Source: an optimization exercise on an open RTL-to-GDS flow (aim: small area and a short achievable clock period). Production flows keep margins and buffers that such runs may drop. Where RTL was checked, it was by simulation tests only, not by an equivalence proof against the original. Power figures rest on the tool's default switching activity, not on a simulated workload.

## lane 1
==> flow/design.v (excerpt) <==
module fir_filter (
   input  logic               clk,
   input  logic               rst,
   input  logic signed [15:0] inp,
   output logic signed [39:0] outp
);
   localparam logic [23:0] G_RESET = 24'hFF8000;    
   localparam logic [23:0] G_CONST = 24'hEF0001;
   logic signed [15:0] line [15];
   logic        [23:0] ysum;        
   logic        [16:0] dsum;        
   logic signed [16:0] d;
   logic        [23:0] gs, gc;
   logic        [23:0] ys, yc;
   logic signed [23:0] y;
   logic        [3:0]  cnt;     
   logic               v12;     
   logic        [23:0] xo, do16, nlo, gk;
   logic        [23:0] gs1, gc1, gs2, gc2, gs3, gc3;
   logic        [23:0] ys1, yc1, ys2, yc2, ys3, yc3;
   always_comb begin
      xo   = {8'd0, ~inp[15], inp[14:0]};                      
      do16 = {3'd0, ~d[16], d[15:0], 4'd0};                    
      nlo  = {8'd0, line[14][15], ~line[14][14:0]};           
      gk   = G_CONST;
      gs1 = gs ^ gc ^ do16;
      gc1 = ((gs & gc) | (gs & do16) | (gc & do16)) << 1;
      gs2 = gs1 ^ gc1 ^ nlo;
      gc2 = (((gs1 & gc1) | (gs1 & nlo) | (gc1 & nlo)) << 1) | (gk & 24'd1);
      gs3 = gs2 ^ gc2 ^ (xo | (gk & ~24'd1)) ;
      gc3 = ((gs2 & gc2) | (gs2 & (xo | (gk & ~24'd1))) | (gc2 & (xo | (gk & ~24'd1)))) << 1;
      ys1 = ys ^ yc ^ gs;
      yc1 = ((ys & yc) | (ys & gs) | (yc & gs)) << 1;
      ys2 = ys1 ^ yc1 ^ gc;
      yc2 = ((ys1 & yc1) | (ys1 & gc) | (yc1 & gc)) << 1;
      ys3 = ys2 ^ yc2 ^ xo;
      yc3 = ((ys2 & yc2) | (ys2 & xo) | (yc2 & xo)) << 1;
   end
   always_ff @(posedge clk) begin
      line[0] <= inp;
      for (int k = 1; k < 13; k++) line[k] <= line[k-1];
      if (rst) begin
         line[13] <= 16'sd0;
         line[14] <= 16'sd0;
  ...
For scale: about 990 cells after synthesis, ~58 I/O pins, about 0.013 sq mm of cells after synthesis.
==> flow/config.mk <==
export PLATFORM = sky130hd
export DESIGN_NAME = fir_filter
export DESIGN_NICKNAME = fir_filter
export VERILOG_FILES = /design/flow/design.v
export SDC_FILE = /design/flow/constraint.sdc
export NUM_CORES = 4
export LEC_CHECK = 0
export CAP_MARGIN = 20
export CORE_MARGIN = 2
export CORE_UTILIZATION = 45
export CTS_BUF_LIST = sky130_fd_sc_hd__clkbuf_16
export CTS_CLUSTER_DIAMETER = 80
export CTS_CLUSTER_SIZE = 24
export SETUP_SLACK_MARGIN = 3.75
export SLEW_MARGIN = 20
==> flow/constraint.sdc <==
create_clock -name core_clock -period 6.0 [get_ports {clk}]
set_input_delay 1.2000 -clock core_clock [delete_from_list [all_inputs] [get_ports {clk}]]
set_output_delay 1.2000 -clock core_clock [all_outputs]
set_load 0.01 [all_outputs]
standard.sh (not shown) runs the stock make flow with config.mk's settings and CLKGATE_MAP_FILE= SYNTH_SCRIPT=/design/flow/synth_recipe.tcl, a recipe that flattens the netlist after the stock synthesis.
==> flow/flow/run.sh <==
#!/bin/bash
# The standard layout with three changes:
#  - the netlist from the standard synthesis gets an inverter-removal pass
#    (flow/polarity.py) and has the full adders on carry-propagate paths split
#    into faster gates (flow/faconv.py) before floorplanning; registers and
#    ports are untouched, and the result is kept only if Yosys proves it
#    equivalent to the standard netlist
#  - the ports get plain buffers (buf_2) instead of delay cells
#  - timing repair may resize cells across footprints
set -e
R=orfs/results/sky130hd/fir_filter/base
VARS=(MATCH_CELL_FOOTPRINT=0 "BUFFER_PORTS_ARGS=-buffer_cell sky130_fd_sc_hd__buf_2")
bash standard.sh "${VARS[@]}" synth > synth.log 2>&1
cp $R/1_2_yosys.v before.v
python3 flow/polarity.py before.v pol.v 20000 > polarity.log 2>&1
python3 flow/faconv.py pol.v after.v >> polarity.log 2>&1
# internal nets of the two netlists must not pair by name: the pass flips some
sed -E 's/\b(_[0-9]{4}_)/\1g/g; s/\b(_pol[0-9]{4}_)/\1g/g; s/\\(dsum|ysum)\[/\\\1g[/g' after.v > after_renamed.v
sed "s#LIBFILE#$FLOW_HOME/platforms/sky130hd/lib/sky130_fd_sc_hd__tt_025C_1v80.lib#" flow/eq.ys > eq.ys
YOSYS=$(command -v yosys || echo /OpenROAD-flow-scripts/tools/install/yosys/bin/yosys)
if "$YOSYS" -q -l eq.log eq.ys > eq_stdout.log 2>&1; then
  echo "equivalence proven, using the pass" >> polarity.log
  cp after.v $R/1_2_yosys.v
  rm -f $R/1_synth.odb $R/1_synth.sdc
else
  echo "equivalence NOT proven, keeping the standard netlist" >> polarity.log
fi
bash standard.sh "${VARS[@]}" finish > standard.log 2>&1
Other scripts of this flow, unchanged in this note and not shown: flow/flow/eq.ys, flow/flow/faconv.py, flow/flow/polarity.py
The following lists how lane 2 was set up differently from lane 1:
- a change of CORE_UTILIZATION from 45 to 55
- Compared with lane 1, in lane 2 maximum clock frequency went up by about 1.3%; largest stage delay on the critical path flat; fraction of area in multi-input gates shows an increase of 0.50 points.
- For lane 1, the path type of the worst setup path was reg2reg, unlike lane 2, where it was reg2out.
[inputs] lane 3 vs lane 2
- a change of CORE_UTILIZATION from 55 to 65
Results
- The final reports for lane 3 and lane 2 show number of placed instances, taps included lower in the former.
- Lane 3 ends up with a vias after detailed routing that is about 0.4% higher than in lane 2.
- There was hardly any difference in share of the final layout cell area in multi-input gates between lane 2 and lane 3.
- From lane 2 to lane 3 the numbers moved as follows: design area went down 94 sq um; final cell count without fillers now smaller; combinational share of power has increased; final-layout clock buffer total shows a reduction of 2; register share of total power closely matched the old numbers.
- Summary — register fraction of the total cell area, lane 3 relative to lane 2: higher, by 0.41 points.
- The layout filler cell count in lane 3 was lower than what lane 2 gave.

fir_filter, a different RTL version from the one above (not shown whole).
Size: ~330 flip-flops, about 58 I/O pins, roughly 12000 sq um of cells after synthesis.
clock: 6.0 ns
lec_check: 0
cap_margin: 20
core_margin: 2
core_utilization: 40
setup_slack_margin: 3.5
slew_margin: 20
run.sh (not shown) runs the stock make flow with config.mk's settings and CLKGATE_MAP_FILE= SYNTH_SCRIPT=/design/flow/synth_recipe.tcl, a recipe that flattens the netlist after the stock synthesis.
Stock flow here: none of the scripts above is used.
==> next run, changes <==
CTS_BUF_LIST = sky130_fd_sc_hd__clkbuf_16   (was default)
CTS_CLUSTER_DIAMETER = 80   (was default)
CTS_CLUSTER_SIZE = 24   (was default)
Effect: Total power falls by 12%; via count came out lower by 2.5%; design area is lower by 3.2%; final cell count falls by 2.6%; global-route usage goes down by 0.52 points; first-iteration DRC count falls by 8.3%; worst setup slack is worse by 0.032 ns; area after synthesis is unchanged; register-to-register slack got worse by 0.03 ns; sequential cell count does not change; routed wire length shrinks by 3.7%.
Function was not checked in any run of this note: the RTL went through the layout flow alone.

## static timing again, ports no longer ideal
The flow's constraints put no driver on any port. The routed layouts listed below were extracted and timed again, unchanged, in two steps. Step 1, drivers: a clkbuf_16 drives clk and a buf_2 each remaining input, both assumed. Step 2, shift: input delay + t, output delay - t, t = (earliest + latest rising clock arrival at the registers) / 2. This alone moves slack from input paths to output paths. Slacks: no drivers / after step 1 / after step 2; pairs: no drivers / after step 1.
| run | t (ns) | setup WS [ns] | hold slack, ns | worst setup path at the end |
|---|---|---|---|---|
| lane 1 | 0.562 | 3.694 / 3.664 / 3.314 | 0.324 / 0.324 / 0.324 | input to register |
| lane 2 | 0.553 | 3.723 / 3.677 / 3.251 | 0.318 / 0.318 / 0.318 | input to register |
| lane 3 | 0.554 | 3.725 / 3.679 / 3.355 | 0.322 / 0.322 / 0.322 | input to register |
| the first run of note 2 | 0.538 | 3.068 / 3.068 / 2.995 | 0.319 / 0.319 / 0.319 | input to register |
| the second run of note 2 | 0.550 | 3.036 / 3.036 / 3.027 | 0.317 / 0.317 / 0.317 | input to register |
After both steps setup and hold are still met in every run listed. For lane 2, which loses most, drivers alone change the setup slack by -0.046 ns; drivers and shift together by -0.472 ns.
